Background: an optimization exercise with open tools, aiming at small area, a short achievable clock period and few clock cycles. Do not read the settings as production practice.
In this exercise RTL edits were held to simulation tests only and were not proved equivalent to the original.

--- design.v ---
module npu_ctrl #(
    parameter int unsigned N     = 4,
    parameter int unsigned KTAPS = 3
) (
    input  logic        clk,
    input  logic        rst_n,
    input  logic        npu_start_matrix_mul,
    input  logic        npu_start_conv,
    output logic        npu_done,
    output logic        busy,
    input  logic [63:0] a_base,
    input  logic [63:0] b_base,
    input  logic [63:0] c_base,
    output logic        mem_req,
    output logic        mem_we,
    output logic [63:0] mem_addr,
    output logic [63:0] mem_wdata,
    input  logic        mem_ready,
    input  logic        mem_rvalid,
    input  logic [63:0] mem_rdata
);
    localparam int unsigned DW   = 64;
    localparam int unsigned MAXD = (N > KTAPS) ? N : KTAPS;
    localparam int unsigned IW   = $clog2(MAXD + 1);
    typedef enum logic [2:0] {
        S_IDLE, S_RD_A, S_WT_A, S_RD_B, S_WT_B, S_WR, S_DONE
    } state_e;
    typedef enum logic {OP_MM, OP_CONV} op_e;
    state_e          state_q, state_d;
    op_e             op_q, op_d;
    logic [IW-1:0]   i_q, i_d, j_q, j_d, k_q, k_d;
    logic [DW-1:0]   acc_q, acc_d, a_reg_q, a_reg_d;
    logic [DW-1:0]   a_base_q, a_base_d, b_base_q, b_base_d, c_base_q, c_base_d;
    logic            req_q, req_d, we_q, we_d, done_q, done_d;
    logic [DW-1:0]   addr_q, addr_d, wdata_q, wdata_d;
    logic [IW-1:0]   k_last, i_adv, j_adv;
    logic [DW-1:0]   a_off, b_off, c_off;
    always_comb begin
        state_d  = state_q;
        op_d     = op_q;
        i_d      = i_q;
        j_d      = j_q;
        k_d      = k_q;
        acc_d    = acc_q;
        a_reg_d  = a_reg_q;
        a_base_d = a_base_q;
        b_base_d = b_base_q;
        c_base_d = c_base_q;
        addr_d   = addr_q;
        wdata_d  = wdata_q;
        i_adv    = i_q;
        j_adv    = j_q;
        k_last   = (op_q == OP_CONV) ? IW'(KTAPS - 1) : IW'(N - 1);
        unique case (state_q)
            S_IDLE: begin
                if (npu_start_matrix_mul || npu_start_conv) begin
                    a_base_d = a_base;
                    b_base_d = b_base;
                    c_base_d = c_base;
                    i_d      = '0;
                    j_d      = '0;
                    k_d      = '0;
                    acc_d    = '0;
                    state_d  = S_RD_A;
                    op_d     = npu_start_matrix_mul ? OP_MM : OP_CONV;
                end
            end
            S_RD_A: if (mem_ready) state_d = S_WT_A;
            S_WT_A: begin
                if (mem_rvalid) begin
                    a_reg_d = mem_rdata;
                    state_d = S_RD_B;
                end
            end
            S_RD_B: if (mem_ready) state_d = S_WT_B;
            S_WT_B: begin
                if (mem_rvalid) begin
                    acc_d = acc_q + DW'(a_reg_q * mem_rdata);
                    if (k_q == k_last) begin
                        state_d = S_WR;
                    end else begin
                        k_d     = k_q + IW'(1);
                        state_d = S_RD_A;
                    end
                end
            end
            S_WR: begin
                if (mem_ready) begin
                    if (op_q == OP_CONV) begin
                        i_adv = i_q + IW'(1);
                    end else if (j_q == IW'(N - 1)) begin
                        j_adv = '0;
                        i_adv = i_q + IW'(1);
                    end else begin
                        j_adv = j_q + IW'(1);
                    end
                    i_d     = i_adv;
                    j_d     = j_adv;
                    k_d     = '0;
                    acc_d   = '0;
                    state_d = (i_adv == IW'(N)) ? S_DONE : S_RD_A;
                end
            end
            S_DONE:  state_d = S_IDLE;
            default: state_d = S_IDLE;
        endcase
        a_off = DW'(i_d) * DW'(N) + DW'(k_d);
        b_off = DW'(k_d) * DW'(N) + DW'(j_d);
        c_off = DW'(i_d) * DW'(N) + DW'(j_d);
        if (op_d == OP_CONV) begin
            a_off = DW'(i_d) + DW'(k_d);
            b_off = DW'(k_d);
            c_off = DW'(i_d);
        end
        req_d  = (state_d == S_RD_A) || (state_d == S_RD_B) || (state_d == S_WR);
        we_d   = (state_d == S_WR);
        done_d = (state_d == S_DONE);
        unique case (state_d)
            S_RD_A:  addr_d = a_base_d + (a_off << 3);
            S_RD_B:  addr_d = b_base_d + (b_off << 3);
            S_WR:    addr_d = c_base_d + (c_off << 3);
            default: addr_d = addr_q;
        endcase
        if (state_d == S_WR) wdata_d = acc_d;
    end
    always_ff @(posedge clk or negedge rst_n) begin
        if (!rst_n) begin
            state_q  <= S_IDLE;
            op_q     <= OP_MM;
            i_q      <= '0;
            j_q      <= '0;
            k_q      <= '0;
            acc_q    <= '0;
            a_reg_q  <= '0;
            a_base_q <= '0;
            b_base_q <= '0;
            c_base_q <= '0;
            req_q    <= 1'b0;
            we_q     <= 1'b0;
            done_q   <= 1'b0;
            addr_q   <= '0;
            wdata_q  <= '0;
        end else begin
            state_q  <= state_d;
            op_q     <= op_d;
            i_q      <= i_d;
            j_q      <= j_d;
            k_q      <= k_d;
            acc_q    <= acc_d;
            a_reg_q  <= a_reg_d;
            a_base_q <= a_base_d;
            b_base_q <= b_base_d;
            c_base_q <= c_base_d;
            req_q    <= req_d;
            we_q     <= we_d;
            done_q   <= done_d;
            addr_q   <= addr_d;
            wdata_q  <= wdata_d;
        end
    end
    assign npu_done  = done_q;
    assign busy      = (state_q != S_IDLE);
    assign mem_req   = req_q;
    assign mem_we    = we_q;
    assign mem_addr  = addr_q;
    assign mem_wdata = wdata_q;
endmodule
--- run.sh ---
#!/bin/bash
# synth_recipe.tcl (not shown) runs the flow's synth.tcl, then flattens the netlist and writes it again
# the make line also repeats each setting of config.mk as NAME=value (left out here)
make -C /OpenROAD-flow-scripts/flow DESIGN_CONFIG=/design/flow/config.mk WORK_HOME=/design/flow/orfs CLKGATE_MAP_FILE= SYNTH_SCRIPT=/design/flow/synth_recipe.tcl finish
--- config.mk ---
export PLATFORM = sky130hd
export DESIGN_NAME = npu_ctrl
export DESIGN_NICKNAME = npu_ctrl
export VERILOG_FILES = /design/flow/design.v
export SDC_FILE = /design/flow/constraint.sdc
export NUM_CORES = 4
export LEC_CHECK = 0
export CAP_MARGIN = 20
export CORE_MARGIN = 2
export CORE_UTILIZATION = 40
export SLEW_MARGIN = 20
--- constraint.sdc ---
create_clock -name core_clock -period 11.0 [get_ports {clk}]
set_input_delay 2.2000 -clock core_clock [delete_from_list [all_inputs] [get_ports {clk}]]
set_output_delay 2.2000 -clock core_clock [all_outputs]
set_load 0.01 [all_outputs]
==> summary.txt <==
Mapped Cells 9,556; Yosys top cell by area fa_1; global-route wire length before repair approximately 460,000 µm; Worst Path Max Fanout 17; Arrival @ worst endpoint between 10,000 and 15,000 ps; Worst path depth 33; RSZ-0062 raised after global routing no; sequential cell area about 0.012 mm²; worst-margin pin slew approximately 1100 ps; post-DP HPWL roughly 250,000 µm; number of nets with antenna violations after routing 0; share of the synthesized area in the top cell type a little over two fifths; Critical Path Sink wdata_q[62]; minimum clock period 10,540 ps; FF-to-FF End wdata_q[62]; largest cells by area after synthesis fa_1, dfrtp_1, inv_1; Register-to-Register Path Depth 29; Max-Cap Viols 0; outcome timing/DRC/antenna clean; Hold WS about 470 ps; Clock transition at path regs ~60 ps; chip width ~470 µm; Yosys reg bits approximately 460; Remaining Overflow, GRT 0; worst skew pair latency 730 ps; synthesized area ~0.087 mm²; area grow syn2layout 12.6%; number of I/O port buffers between 300 and 400; share of cells above drive strength 1 around 6.8%; DIE HEIGHT approximately 470 µm; Layout Nets between 10,000 and 15,000; die area ~0.22 mm²; DRC 0; antenna violations before repair 47; Synth Warn # 1; setup slack at placement -170 ps; vias per cell 5.24; Worst Clk Skew a little under 40 ps; clk buf depth 3; Tcrit/Tclk final 95.8%; Fmax about 95 MHz; post-synthesis sequential area ratio about an eighth; GRT Util Overall around 28%; FILL cells 20,852; Critical Path Max Stage Delay about 600 ps; first-pass detailed-route iteration total 7; multi-input combinational cell area roughly 0.067 mm²; gpl congestion between 0.9 and 1; # resized after CTS 0; Initial Util 40.2%; Primary FF master, synth dfrtp_1; cts hold-fix bufs 0; Critical Path RT 11,540 ps; Async SR Flop Fraction between 90% and 100%; most numerous cell in the Yosys netlist fa_1; setup ws final between 400 and 500 ps; Final Slew Violations 0; Max-Slew Margin vs Limit approximately 25%; H-tree levels 2; Final Hold Viols 0; R2R Path Start a_reg_q[25]; R2R Setup Slk ~1400 ps; EDFF count, synth 0; Core Box Area between 0.2 and 0.25 mm²; count of cell types in the netlist slightly below 80; WS Path Type in -> reg; Post-Syn Nets between 10,000 and 15,000; CTS Buf Count just under 60; detailed router's first-iteration violation count 5,168; Ports around 400; Sink Count around 460; crit start category input pin; Root Buffer clkbuf_16; Via Count 66,804; Avg Cell Area, Syn between 9 and 10 µm²; number of global-route vias before repair about 73,000; # rows approximately 170; critical path capture point type flip-flop; CTS tree yes; WL final 300,000 µm; Worst path slowest cell fa_1; most used cell, CP fa_1; # setup viols final 0; largest net degree at the start of global routing approximately 130; WL/cell ~24 µm; Worst Path Buf+Inv 10; top post-synthesis cells by count fa_1, inv_1, nand2_1; kind of cell adding the most delay to the critical path adder cells; Final Core Density a little under half; postcts setup bufs 0; beginning of the critical path mem_rdata[4]; worst hold path type reg -> reg
## tightest hold or removal path: cells and delay by family (launching register included)
kind | cells | cell delay, ps
DFF | 1 | 340
and+or+nand+nor | 2 | 100
## per-layer routing
metal / share of wire [%] / vias up / track usage (%)
met3: 9.7 / 515 / 7.14
met2: 45 / 2802 / 43.0
met4: 3.7 / 40 / 8.93
li1: - / 28708 / -
met1: 42 / 34739 / 37.5
met5: 0.084 / - / 0
## final cells by class
class	instances	area share (%)
antenna	21	0.0535
clock buffer	80	1.75
clock inverter	29	0.396
inverter	1831	7.00
multi-input combinational	6683	67.8
sequential	464	11.8
tap	2854	3.63
timing repair buffer	794	7.49
## per-stage QoR
| step | setup TNS, ps | cell area (µm²) | instances |
|---|---|---|---|
| after floorplan | 0 | 87300 | 9556 |
| after global placement | -769 | 96100 | 12625 |
| after detailed placement | -590 | 96100 | 12626 |
| after CTS | 0 | 98200 | 12735 |
| after global routing | 0 | 98200 | 12741 |
| final | 0 | 98300 | 12756 |
## cell usage in the layout, fill, tap and decap left out, types with 15 or more instances in the layout
cell type and instances:
dfrtp_2 15, clkdlybuf4s50_1 369, nor2_1 211, o21ai_0 135
nor3_1 37, fa_1 1897, diode_2 21, and3_1 27
ha_1 351, buf_2 23, a31oi_1 34, a21o_1 51
nand2_1 1782, a22o_1 22, xnor2_1 260, o22ai_1 29
a221oi_1 18, and2_1 1033, nand4_1 57, buf_4 359
nand3_1 104, clkbuf_16 60, inv_1 1827, nand2b_1 23
mux2i_1 57, xor2_1 96, buf_12 42, mux2_2 95
dfrtp_1 447, a21oi_1 177
## logic make-up after synthesis
kind of cell,after synthesis,share of synthesized area (%)
compound gates,583,4.18
simple gates,3343,18.1
mux,153,1.90
buf+inv,2409,10.4
fa+ha+maj,2248,48.5
xor+xnor,356,3.57
flops,464,13.3
## state kept, by name, summed over array words and instances (netlist names), 3 cells and up
name      count
j_q           3
acc_q        64
state_q       3
b_base_q     64
c_base_q     64
wdata_q      64
i_q           3
a_reg_q      64
a_base_q     64
k_q           3
addr_q       64
## worst min path at each step
stage,end,depth (start not counted),startpoint
after CTS,wdata_q[20],2,wdata_q[20]
after floorplan,b_base_q[0],2,b_base_q[0]
after global placement,c_base_q[1],2,c_base_q[1]
after detailed placement,b_base_q[1],2,b_base_q[1]
final,wdata_q[32],2,wdata_q[32]
after global routing,wdata_q[25],2,wdata_q[25]
Testbench counts, summed over its fixed seeds: cycles 20,772.

re-timing with driven ports:
No port has a modelled driver above. Below, the same layout with a new extraction and two added sets of constraints.
Step 1 assumes that a clkbuf_16 drives the clock port and a buf_2 every other input.
Step 2 moves the port delays by t, midway between the first and last clock arrival at a register: inputs arrive t later, outputs are due t later. That takes back most of the time a late clock gives input paths.
a / b / c = ideal ports / drivers / drivers and shift; a / b = the first two.
t, ns: 0.780
setup WS [ns]: 0.460 / 0.449 / -0.331
worst setup path at the end: input to register
worst register clock-pin slew, ns: 0.08 / 0.08
Met with ideal ports but missed after step 2: setup timing in this run. The setup slack of this run moves by -0.011 ns with the drivers and by -0.791 ns with both steps.
